From an optimization exercise on the open Yosys and OpenROAD flow, aimed at small area; shortcuts taken in it are not production practice. Only simulation tests tie the RTL to the original design; equivalence was not proved. Power figures rest on the tool's default switching activity, not on a simulated workload.

===== run.sh =====
#!/bin/bash
# synth_recipe.tcl (not shown) runs the flow's synth.tcl, then flattens the netlist and writes it again
# the make line also repeats each setting of config.mk as NAME=value (left out here)
make -C /OpenROAD-flow-scripts/flow DESIGN_CONFIG=/design/flow/config.mk WORK_HOME=/design/flow/orfs CLKGATE_MAP_FILE= SYNTH_SCRIPT=/design/flow/synth_recipe.tcl finish

===== config.mk =====
export PLATFORM = sky130hd
export DESIGN_NAME = renameStage
export DESIGN_NICKNAME = renameStage
export VERILOG_FILES = /design/flow/design.v
export SDC_FILE = /design/flow/constraint.sdc
export NUM_CORES = 4
export LEC_CHECK = 0
export CAP_MARGIN = 20
export CORE_MARGIN = 2
export CORE_UTILIZATION = 40
export SLEW_MARGIN = 20

===== constraint.sdc =====
create_clock -name core_clock -period 4.0 [get_ports {CLK}]
set_input_delay 0.8000 -clock core_clock [delete_from_list [all_inputs] [get_ports {CLK}]]
set_output_delay 0.8000 -clock core_clock [all_outputs]
set_load 0.01 [all_outputs]

===== design.v =====
package renamePkg;
  localparam int ARCH_REGS = 32;
  localparam int PHYS_REGS = 64;
  localparam int FREE_TAGS = PHYS_REGS - ARCH_REGS;
  localparam int PAYLOAD_WIDTH = 64;
  localparam int ROB_IDX_WIDTH = 6;
  localparam int ARCH_WIDTH = $clog2(ARCH_REGS);
  localparam int TAG_WIDTH = $clog2(PHYS_REGS);
  localparam int COUNT_WIDTH = $clog2(PHYS_REGS + 1);
  typedef logic [ARCH_WIDTH-1:0] archReg_t;
  typedef logic [TAG_WIDTH-1:0] physTag_t;
  typedef logic [ROB_IDX_WIDTH-1:0] robIdx_t;
  typedef struct packed {
    logic [PAYLOAD_WIDTH-1:0] payload;
    robIdx_t                  robTail;
    physTag_t                 physSrc1;
    physTag_t                 physSrc2;
    physTag_t                 physDest;
    archReg_t                 archDest;
    logic                     destNeeded;
    logic                     isMem;
  } dispatchPacket_t;
endpackage
module renameTable (
  input  logic                                        CLK,
  input  logic                                        RESET,
  input  renamePkg::archReg_t                         srcArch1,
  input  renamePkg::archReg_t                         srcArch2,
  output renamePkg::physTag_t                         physSrc1,
  output renamePkg::physTag_t                         physSrc2,
  input  logic                                        renameWrite,
  input  renamePkg::archReg_t                         writeArch,
  input  renamePkg::physTag_t                         writeTag,
  input  logic                                        restoreReq,
  input  renamePkg::physTag_t [renamePkg::ARCH_REGS-1:0] restoreMap
);
  renamePkg::physTag_t mapTable [renamePkg::ARCH_REGS];
  always_ff @(posedge CLK) begin
    if (!RESET) begin
      for (int i = 0; i < renamePkg::ARCH_REGS; i++) begin
        mapTable[i] <= renamePkg::physTag_t'(i);
      end
    end else if (restoreReq) begin
      for (int i = 0; i < renamePkg::ARCH_REGS; i++) begin
        mapTable[i] <= restoreMap[i];
      end
    end else if (renameWrite) begin
      mapTable[writeArch] <= writeTag;
    end
  end
  assign physSrc1 = mapTable[srcArch1];
  assign physSrc2 = mapTable[srcArch2];
endmodule
module freeList (
  input  logic                CLK,
  input  logic                RESET,
  input  logic                popReq,
  output renamePkg::physTag_t headTag,
  output logic                empty,
  input  logic                pushReq,
  input  renamePkg::physTag_t pushTag,
  output logic                full
);
  renamePkg::physTag_t fifoMem [renamePkg::PHYS_REGS];
  logic [renamePkg::TAG_WIDTH-1:0]   rdPtr;
  logic [renamePkg::TAG_WIDTH-1:0]   wrPtr;
  logic [renamePkg::COUNT_WIDTH-1:0] count;
  logic doPop;
  logic doPush;
  assign empty = (count == '0);
  assign full = (count == renamePkg::COUNT_WIDTH'(renamePkg::PHYS_REGS));
  assign doPop = popReq && !empty;
  assign doPush = pushReq && !full;
  always_ff @(posedge CLK) begin
    if (!RESET) begin
      for (int i = 0; i < renamePkg::FREE_TAGS; i++) begin
        fifoMem[i] <= renamePkg::physTag_t'(renamePkg::ARCH_REGS + i);
      end
    end else if (doPush) begin
      fifoMem[wrPtr] <= pushTag;
    end
  end
  always_ff @(posedge CLK) begin
    if (!RESET) begin
      rdPtr <= '0;
      wrPtr <= renamePkg::TAG_WIDTH'(renamePkg::FREE_TAGS);
      count <= renamePkg::COUNT_WIDTH'(renamePkg::FREE_TAGS);
    end else begin
      if (doPop) begin
        rdPtr <= rdPtr + 1'b1;
      end
      if (doPush) begin
        wrPtr <= wrPtr + 1'b1;
      end
      if (doPush && !doPop) begin
        count <= count + 1'b1;
      end else if (doPop && !doPush) begin
        count <= count - 1'b1;
      end
    end
  end
  assign headTag = fifoMem[rdPtr];
endmodule
module dispatchControl (
  input  logic                               CLK,
  input  logic                               RESET,
  input  logic                               FREEZE,
  input  logic                               decodeEmpty,
  output logic                               decodePop,
  input  renamePkg::archReg_t                destArch,
  input  logic                               regWrite,
  input  logic                               link,
  input  logic                               memRead,
  input  logic                               memWrite,
  input  logic [renamePkg::PAYLOAD_WIDTH-1:0] payload,
  input  renamePkg::physTag_t                physSrc1,
  input  renamePkg::physTag_t                physSrc2,
  input  renamePkg::physTag_t                freeHead,
  input  logic                               freeEmpty,
  output logic                               freePop,
  output logic                               renameWrite,
  output renamePkg::physTag_t                physDest,
  input  logic                               iqFull,
  input  logic                               lsqFull,
  input  logic                               robFull,
  input  renamePkg::robIdx_t                 robTail,
  output logic                               iqPush,
  output logic                               lsqPush,
  output logic                               robPush,
  output renamePkg::dispatchPacket_t         issuePacket
);
  logic destNeeded;
  logic isMem;
  logic targetFull;
  logic advance;
  renamePkg::dispatchPacket_t nextPacket;
  assign destNeeded = regWrite || link;
  assign isMem = memRead || memWrite;
  assign targetFull = isMem ? lsqFull : iqFull;
  assign advance = !FREEZE && !decodeEmpty && !robFull && !targetFull &&
                   !(destNeeded && freeEmpty);
  assign decodePop = advance;
  assign freePop = advance && destNeeded;
  assign renameWrite = advance && destNeeded;
  assign physDest = destNeeded ? freeHead : '0;
  always_comb begin
    nextPacket.payload = payload;
    nextPacket.robTail = robTail;
    nextPacket.physSrc1 = physSrc1;
    nextPacket.physSrc2 = physSrc2;
    nextPacket.physDest = physDest;
    nextPacket.archDest = destArch;
    nextPacket.destNeeded = destNeeded;
    nextPacket.isMem = isMem;
  end
  always_ff @(posedge CLK) begin
    if (!RESET) begin
      iqPush <= 1'b0;
      lsqPush <= 1'b0;
      robPush <= 1'b0;
    end else begin
      iqPush <= advance && !isMem;
      lsqPush <= advance && isMem;
      robPush <= advance;
    end
  end
  always_ff @(posedge CLK) begin
    if (advance) begin
      issuePacket <= nextPacket;
    end
  end
endmodule
module renameStage (
  input  logic                                        CLK,
  input  logic                                        RESET,
  input  logic                                        FREEZE,
  input  logic                                        decodeEmpty,
  output logic                                        decodePop,
  input  logic [4:0]                                  srcArch1,
  input  logic [4:0]                                  srcArch2,
  input  logic [4:0]                                  destArch,
  input  logic                                        regWrite,
  input  logic                                        link,
  input  logic                                        memRead,
  input  logic                                        memWrite,
  input  logic [63:0]                                 payload,
  input  logic                                        iqFull,
  input  logic                                        lsqFull,
  input  logic                                        robFull,
  input  logic [5:0]                                  robTail,
  output logic                                        iqPush,
  output logic                                        lsqPush,
  output logic                                        robPush,
  output logic [94:0]                                 issuePacket,
  input  logic                                        freeReq,
  input  logic [5:0]                                  freeTag,
  output logic                                        freeFull,
  input  logic                                        restoreReq,
  input  logic [191:0]                                restoreMap
);
  renamePkg::physTag_t physSrc1;
  renamePkg::physTag_t physSrc2;
  renamePkg::physTag_t physDest;
  renamePkg::physTag_t freeHead;
  logic                freeEmpty;
  logic                freePop;
  logic                renameWrite;
  renameTable i_renameTable (
    .CLK        (CLK),
    .RESET      (RESET),
    .srcArch1   (srcArch1),
    .srcArch2   (srcArch2),
    .physSrc1   (physSrc1),
    .physSrc2   (physSrc2),
    .renameWrite(renameWrite),
    .writeArch  (destArch),
    .writeTag   (physDest),
    .restoreReq (restoreReq),
    .restoreMap (restoreMap)
  );
  freeList i_freeList (
    .CLK    (CLK),
    .RESET  (RESET),
    .popReq (freePop),
    .headTag(freeHead),
    .empty  (freeEmpty),
    .pushReq(freeReq),
    .pushTag(freeTag),
    .full   (freeFull)
  );
  dispatchControl i_dispatchControl (
    .CLK        (CLK),
    .RESET      (RESET),
    .FREEZE     (FREEZE),
    .decodeEmpty(decodeEmpty),
    .decodePop  (decodePop),
    .destArch   (destArch),
    .regWrite   (regWrite),
    .link       (link),
    .memRead    (memRead),
    .memWrite   (memWrite),
    .payload    (payload),
    .physSrc1   (physSrc1),
    .physSrc2   (physSrc2),
    .freeHead   (freeHead),
    .freeEmpty  (freeEmpty),
    .freePop    (freePop),
    .renameWrite(renameWrite),
    .physDest   (physDest),
    .iqFull     (iqFull),
    .lsqFull    (lsqFull),
    .robFull    (robFull),
    .robTail    (robTail),
    .iqPush     (iqPush),
    .lsqPush    (lsqPush),
    .robPush    (robPush),
    .issuePacket(issuePacket)
  );
endmodule

==> notes.md <==
Outcome:
- The run finished with no timing, DRC or antenna violations.

Power:
- The analysis attributes to cell leakage a power of 13.0 nW.
- In this run the power density over the cells is between 400 and 500 nW/µm².
- The largest voltage drop on the vdd net is 303 µV.
- The total chip power is 0.0172 W.

Global routing:
- The met3 demand-to-capacity share in global routing is 5.49%.
- The global routing usage summed across all routing layers is between 20% and 30%.
- The wire length of the first global-routing pass is around 150000 µm.
- The met1 usage is 32.2%.
- Global routing finished with a remaining overflow of 0.
- The number of antenna violations at the first check in global routing was 3.
- Entering global routing, the biggest net connects 98 pins.
- The global routing usage on met2 is between 40% and 50%.
- The via count of the first global-routing pass is between 20000 and 25000.
- The busiest layer in global routing is met2.

Timing:
- The upper clock frequency limit is 279 MHz.
- The post-route clock skew is 0.0343 ns.
- The total negative slack for setup checks is 0 ns.
- Setup violations remaining at the end of the flow were counted as 0.
- The minimum clock period is 3.58 ns.
- The worst path meets setup with 0.415 ns of slack.
- The final critical path takes up approximately 90% of the cycle.
- The max-slew violation total from the final report is 0.
- The count of final hold-check violations is 0.
- The slew at the pin closest to its max-slew limit is around 1 ns.
- Setup repair after global routing left no endpoint under its margin.
- The worst slew margin relative to its limit is 34.7%.

Critical path:
- The largest individual stage delay along the critical path comes from the cell clkdlybuf4s50_1.
- The worst stage delay on the critical path is 0.60 ns.
- The signal arrival time at the worst endpoint is 2.78 ns.
- The worst setup path is captured at an output pin.
- The critical path goes through clkdlybuf4s50_1, nor3_1, nand3_1, buf_4, a21oi_4, clkdlybuf4s50_1.
- The classification of the worst setup path is in -> out.
- The largest fanout on the critical path is 7.
- Data on the critical path is required at its endpoint by roughly 3.2 ns.
- The most repeated library cell on the critical path is clkdlybuf4s50_1.
- The startpoint type of the worst setup path is an input port.

Logic synthesis:
- By count the netlist is led by edfxtp_1, nand2_1, mux4_2.
- Of the synthesized area, sequential elements account for 63.2%.
- The largest total area in the synthesized netlist belongs to edfxtp_1.
- Counting distinct cell types in the post-synthesis netlist gives 81.
- Counting flops with an async set or reset pin after synthesis yields a share of 0%.
- The number of enable-type register cells in the synthesized netlist is ~670.
- The most numerous cell in the Yosys netlist is edfxtp_1.
- The post-synth net total is 2514.
- The share of the synthesized area in the top cell type is 61.5%.
- The post-synthesis cell count is 2208.
- The synthesized netlist occupies a cell area of roughly 33000 µm².
- By area the synthesized netlist is led by edfxtp_1, mux4_2, nand2_1.
- Dividing the synthesized area by the synthesized cell count gives 14.8 µm².
- The synthesized design contains 699 register bits.
- The most used flip-flop cell after synthesis is edfxtp_1.
- The total number of yosys warnings is 3.

Clocking:
- The later-pin clock latency in the skew report is ~0.63 ns.
- The number of buffers inserted by hold repair at cts is 0.
- The buffer count from post-CTS setup fixing is 0.
- The cell at the root of the clock tree is clkbuf_16.
- The count of clock tree sinks is 699.
- The TritonCTS clock tree is built.
- Clock tree synthesis inserted a total of 77 buffers.
- The number of buffers on the longest clock path is 3.
- The clock transition at the registers of the reported paths is 0.05 ns.
- Once the clock tree was built, the resizer swapped 0 gates to a different size.
- The H-tree depth is 3.

Die:
- The region available for standard cell placement spans approximately 80000 µm².
- The initial cell density of the core is roughly two fifths.
- The floorplan step defined a die boundary enclosing 84300 µm².
- The chip width is 290 µm.
- The vertical extent of the die is 290 µm.
- The placement row count is 104.
- Pin placement for this block handled ~400 I/O pins.

Flow run:
- Max-cap violations in this run came to 0.

Layout:
- The final design instance area without fill is between 40000 and 50000 µm².
- The signed area change from the synthesized netlist to the final layout is 24.4%.
- 0 antenna diodes ended up in the layout.
- For this run, the post-layout net count is 2953.
- The post-route netlist has 20.1% of its cells at a drive strength greater than 1.

Placed design:
- Timing analysis after detailed placement gives a worst setup slack of -0.0583 ns.
- The placed instances occupy a cell area of 38300 µm².
- The placed wire-length estimate after detailed placement is approximately 74000 µm.
- The number of input and output port buffers inserted is ~400.
- The placer's final routability congestion estimate is 0.930.

Drt:
- Once detail routing completed, the nets flagged for antenna violations numbered 0.
- The first-pass iteration count of the detailed router is 5.
- The number of design rule violations left after detail routing is 0.
- The first routing iteration left around 2300 violations.
- In the routed layout, each cell is associated on average with a via count of 5.84.
- After detailed routing, the average wire length per cell comes to 27.6 µm.
- The wire length reported by the detailed router is 104000 µm.
- The detailed router placed 22000 vias in this run.

Worst hold path:
- The tightest min-delay check is of the reg -> reg type.
worst paths after layout:
path         slack [ns]                start             endpoint  cells past startpoint
min reg2reg        0.51  i_freeList.rdPtr[1]             register                      2
max                0.42               FREEZE            decodePop                      6
min                0.51  i_freeList.rdPtr[1]             register                      2
max reg2reg        0.53  i_freeList.count[2]  i_freeList.count[6]                     12
kinds of logic (layout without fill, tap and decap cells):
logic type	after synthesis	in the layout	synth area share [%]
AO/OA/AOI/OAI	311	311	6.15
AND/OR/NAND/NOR	710	710	10.7
adder cells (fa/ha/maj)	10	10	0.405
multiplexers	266	266	15.9
flip-flops	699	699	63.2
buffers and inverters	199	701	3.31
XOR/XNOR	13	13	0.347
report_power, final:
part	total [W]	switching, W	internal, W
clock network	0.00704	0.00293	0.00411
logic	0.00167	0.000853	0.000816
registers	0.00844	0.000147	0.00830
routing by layer:
layer  part of all wire (%)  up-vias
met1                     39    11100
met3                    9.2      167
met5                  0.044        -
li1                       -     9536
met4                    2.6        6
met2                     49     1166
final cells by class:
type,instances,area (µm²)
Clock inverter,46,390
Sequential cell,699,20700
Timing Repair Buffer,537,5170
Multi-Input combinational cell,1310,11000
Fill cell,6794,40000
Clock buffer,96,2090
Inverter,22,82.6
Tap cell,1060,1330
worst max-delay path, delay by kind of cell:
kind,cells,cell delay (ns)
buffers and inverters,3,1.24
AO/OA/AOI/OAI,1,0.25
AND/OR/NAND/NOR,2,0.49
registers in the layout, indices dropped and copies added, names as in the netlist, named ones only:
register and count:
i_dispatchControl.iqPush 1, i_freeList.fifoMem 384, i_freeList.count 7, i_dispatchControl.issuePacket 95, i_freeList.rdPtr 6, i_renameTable.mapTable 192, i_dispatchControl.lsqPush 1, i_dispatchControl.robPush 1
i_freeList.wrPtr 6
cells in the final DEF (no fill, tap or decap), types with 7 or more instances in the layout:
master | Yosys | layout
a21oi_1 | 65 | 64
a21oi_2 | 15 | 15
a221oi_1 | 7 | 7
a22o_1 | 18 | 18
a31oi_1 | 7 | 7
a32o_1 | 10 | 10
and2_1 | 27 | 26
and3_1 | 10 | 10
buf_12 | 7 | 14
buf_4 | 14 | 131
clkbuf_1 | 103 | 14
clkbuf_16 | 0 | 81
clkdlybuf4s50_1 | 0 | 388
clkinv_1 | 1 | 16
clkinv_2 | 0 | 20
dfxtp_1 | 28 | 26
edfxtp_1 | 671 | 671
ha_1 | 9 | 9
inv_1 | 20 | 20
mux2_2 | 38 | 38
mux2i_1 | 33 | 33
mux4_1 | 18 | 18
mux4_2 | 175 | 175
nand2_1 | 212 | 212
nand2b_1 | 14 | 14
nand3_1 | 60 | 60
nand4_1 | 22 | 22
nor2_1 | 158 | 158
nor2b_1 | 11 | 10
nor3_1 | 51 | 51
nor3b_1 | 48 | 48
nor4_1 | 7 | 7
o21ai_0 | 81 | 81
o21ai_1 | 42 | 42
o22ai_1 | 19 | 19
or2_2 | 19 | 19
or3_1 | 39 | 39
xnor2_1 | 12 | 12
metrics by stage:
step | hold WS [ns] | util (%) | cells
floorplan | 0.475 | - | 2208
global placement | 0.491 | 47.4 | 3628
detailed placement | 0.499 | 47.4 | 3628
CTS | 0.508 | 50.5 | 3770
global route | 0.539 | 50.5 | 3770
finish | 0.514 | 50.5 | 3770

==> what the ideal ports hide <==
The results above use ideal ports. As a check the final layout listed here was re-extracted and re-timed, cells and wires unchanged.
Step 1 (the two cells are an assumption about what drives the block):
set clk [get_ports {CLK}]
set_driving_cell -lib_cell sky130_fd_sc_hd__clkbuf_16 $clk
set_driving_cell -lib_cell sky130_fd_sc_hd__buf_2 [delete_from_list [all_inputs] $clk]
Step 2 also shifts input and output timing later by t, the mid clock arrival at the registers, as if the neighbouring blocks saw the same clock.
a / b / c = ideal ports / drivers / drivers and shift; a / b = the first two.
shift t [ns]: 0.673
setup slack, ns: 0.415 / 0.389 / -0.097
worst setup path at the end: input to register
With both steps, setup timing fails in this run, where it was met with ideal ports. The setup slack of this run moves by -0.026 ns with the drivers and by -0.512 ns with both steps.
